This is an optimization exercise on Yosys and OpenROAD, whose aim is small area, a short achievable clock period and few clock cycles per item, not a production implementation.
In this exercise RTL edits were held to simulation tests only and were not proved equivalent to the original.
No activity file was given, so power comes from the tool's default toggle rates.

job 1541:
==> flow/design.v (excerpt) <==
module des_core (
    input  logic            ck,
    input  logic            rst,
    input  logic            key_load,
    input  logic            decrypt,
    input  logic            start,
    input  des_pkg::block_t key,
    input  des_pkg::block_t din,
    output des_pkg::block_t dout,
    output logic            done,
    output logic            busy
);
Size: ~1,800 cells after synthesis, roughly 130 flip-flops, ~200 I/O pins, ~11,000 µm² of cells after synthesis.
export LEC_CHECK = 0
export ABC_AREA = 1
export CAP_MARGIN = 20
export CORE_MARGIN = 2
export CORE_UTILIZATION = 40
export SETUP_SLACK_MARGIN = 3.5
export SLEW_MARGIN = 20
create_clock -name core_clock -period 6.0 [get_ports {ck}]
standard.sh (not shown) runs the stock make flow with config.mk's settings and CLKGATE_MAP_FILE= SYNTH_SCRIPT=/design/flow/synth_recipe.tcl, a recipe that flattens the netlist after the stock synthesis.
==> flow/flow/run.sh <==
#!/bin/bash
# The standard layout (standard.sh), with two changes to how it is made:
#  - the port buffers are plain buf_1 cells instead of the delay cells
#    buffer_ports picks by itself;
#  - synthesis skips the half/full-adder extraction (no ADDER_MAP_FILE), so the
#    S-box logic is left whole to ABC. Registers are unchanged.
# Each tool's output stays in orfs/logs/; make's own output goes to flow_make.log.
set -euo pipefail
export BUFFER_PORTS_ARGS="-buffer_cell sky130_fd_sc_hd__buf_1"
export ADDER_MAP_FILE=
bash standard.sh finish > flow_make.log 2>&1
Job 1541 completed every stage of the flow, and the final layout passed the timing, design-rule and antenna checks.
Testbench counts of job 1541, summed over its fixed seeds: cycles 23,199, blocks 1,280.
Inputs modified between job 1541 and job 5203:
- SETUP_SLACK_MARGIN: 3.5 -> 3.65
- CTS_BUF_LIST: unset -> sky130_fd_sc_hd__clkbuf_8
==> flow/flow/run.sh <==
#!/bin/bash
# The standard layout (standard.sh), with these changes to how it is made:
#  - the port buffers are plain buf_1 cells instead of the delay cells
#    buffer_ports picks by itself;
#  - synthesis skips the half/full-adder extraction (no ADDER_MAP_FILE), so the
#    S-box logic is left whole to ABC;
set -euo pipefail
export BUFFER_PORTS_ARGS="-buffer_cell sky130_fd_sc_hd__buf_1"
export ADDER_MAP_FILE=
if [[ -f flow/abc.script ]]; then
  rm -rf own_scripts
  cp -r "$FLOW_HOME/scripts" own_scripts
  cp flow/abc.script own_scripts/abc_area.script
  SCRIPTS_DIR="$PWD/own_scripts" bash standard.sh synth > flow_synth.log 2>&1
fi
bash standard.sh finish > flow_make.log 2>&1
==> flow/flow/abc.script (new file) <==
&get -n
&st
&dch -f
&nf -R 1000
&put
topo
stime -c
buffer -c
upsize -c
dnsize -c
[summary]
Changes observed in job 5203 relative to job 1541: part of the cycle the worst path needs down 1.5 points; number of design-rule violations left by the first detailed-router iteration up 219; total chip power up 0.00037 W.
--- input diff job 5203..job 3488 ---
- SETUP_SLACK_MARGIN now 3.5, was 3.65
## What came out
- Comparing job 5203 and job 3488, the lower multi-input gate share of total cell area is on job 3488.
- Cell count: job 3488 vs job 5203 — no meaningful difference
- Delta (job 3488 minus job 5203): via count saw little to no change, routed wire length saw an increase, delay of the slowest cell on the worst path saw an increase.
--- input diff job 3488..job 5496 ---
- CTS_BUF_LIST now sky130_fd_sc_hd__clkbuf_4 sky130_fd_sc_hd__clkbuf_8, was sky130_fd_sc_hd__clkbuf_8
- SETUP_SLACK_MARGIN now 3.65, was 3.5
Notes after the runs:
Xor and xnor fraction of the mapped netlist area: job 5496 vs job 3488 identical. Relative to job 3488, fmax has gone up in job 5496. Against job 3488, job 5496 reports a setup slack that is higher. | met1 wire length | job 5496 vs job 3488 | 410 µm lower |. Total power after layout, job 3488 and job 5496: higher on job 5496. Between job 3488 and job 5496, via count of the first global-routing pass increased. Reported for job 3488 and job 5496, count of flip-flops and latches turned out identical to the last digit.
Relative to job 5496, the following input files were edited for job 9714:
- a deleted CTS_BUF_LIST that had been sky130_fd_sc_hd__clkbuf_4 sky130_fd_sc_hd__clkbuf_8
==> comparison <==
- Comparing job 5496 and job 9714, power spent charging and discharging nets is lower on job 5496.
- Job 5496 ended up with u_block_path.lr[28]$_DFF_P_ as its critical path startpoint; job 9714 ended up with u_block_path.lr[26]$_DFF_P_.
- Delta (job 9714 minus job 5496): post-route worst hold slack barely changed; shortest clock period the worst path allows after layout climbed 37 ps.
- Job 9714 has relative area change from synthesis to final layout above what job 5496 had.
- Against job 5496, job 9714 comes in 73 higher on initial DRC count.
- Going from job 5496 to job 9714, final critical-path share of the clock period grows by 0.62 points.
- When the final numbers for job 5496 and job 9714 were put side by side, the sequential fraction of total cell area turned out to be smaller in job 9714.
- On first-pass GRT wire length, job 5496 and job 9714 are basically level.
- Compared with job 5496, job 9714 shows a combinational share of power that is 2.3 points lower.
Setup changes, job 9714 to job 6970
- SETUP_SLACK_MARGIN now 3.8, was 3.65
- CTS_BUF_LIST now sky130_fd_sc_hd__clkbuf_8, previously not set
[summary]
Wire length of the first global-routing pass ends up lower on job 9714.
Compared with job 9714, job 6970 has extra setup slack.
Job 6970 vs job 9714, first element of the critical path: u_key_schedule.cd[48]$_DFF_P_ vs u_block_path.lr[26]$_DFF_P_
When job 6970 is measured against job 9714, its worst setup timing slack at the placement stage turns out 210 ps lower.
Looking at minimum period implied by the final worst setup slack across job 9714 and job 6970, the one that comes out higher is job 9714.
sky130_fd_sc_hd__dfxtp_4 as the critical path's slowest cell was reported by job 6970, and sky130_fd_sc_hd__dfxtp_1 by job 9714.

static timing again, ports no longer ideal:
No port has a modelled driver above. Below, the same layouts with a new extraction and two added sets of constraints.
Step 1, drivers: a clkbuf_16 drives ck and a buf_2 each remaining input, both assumed.
Step 2 times the ports against the registers' clock, not the clock port: input delays grow and output delays shrink by t, the midpoint of the rising clock arrivals with the driver on.
Three values: ideal ports, drivers, drivers and shift; two values: the first two.
run | t (ns) | setup slack, ns | worst hold slack (ns) | worst setup path after step 2
job 1541 | 0.470 | 3.568 / 3.523 / 3.182 | 0.503 / 0.503 / 0.503 | input to register
job 5203 | 0.489 | 3.661 / 3.621 / 3.293 | 0.468 / 0.468 / 0.468 | input to register
job 3488 | 0.498 | 3.549 / 3.506 / 3.258 | 0.465 / 0.465 / 0.465 | input to register
job 5496 | 0.491 | 3.675 / 3.632 / 3.247 | 0.469 / 0.469 / 0.469 | input to register
job 9714 | 0.473 | 3.638 / 3.592 / 3.305 | 0.468 / 0.468 / 0.468 | input to register
job 6970 | 0.495 | 3.759 / 3.717 / 3.359 | 0.451 / 0.451 / 0.451 | input to register
After both steps setup and hold are still met in every run listed. The setup slack of job 5496, which loses most, moves by -0.043 ns with the drivers and by -0.428 ns with both steps.
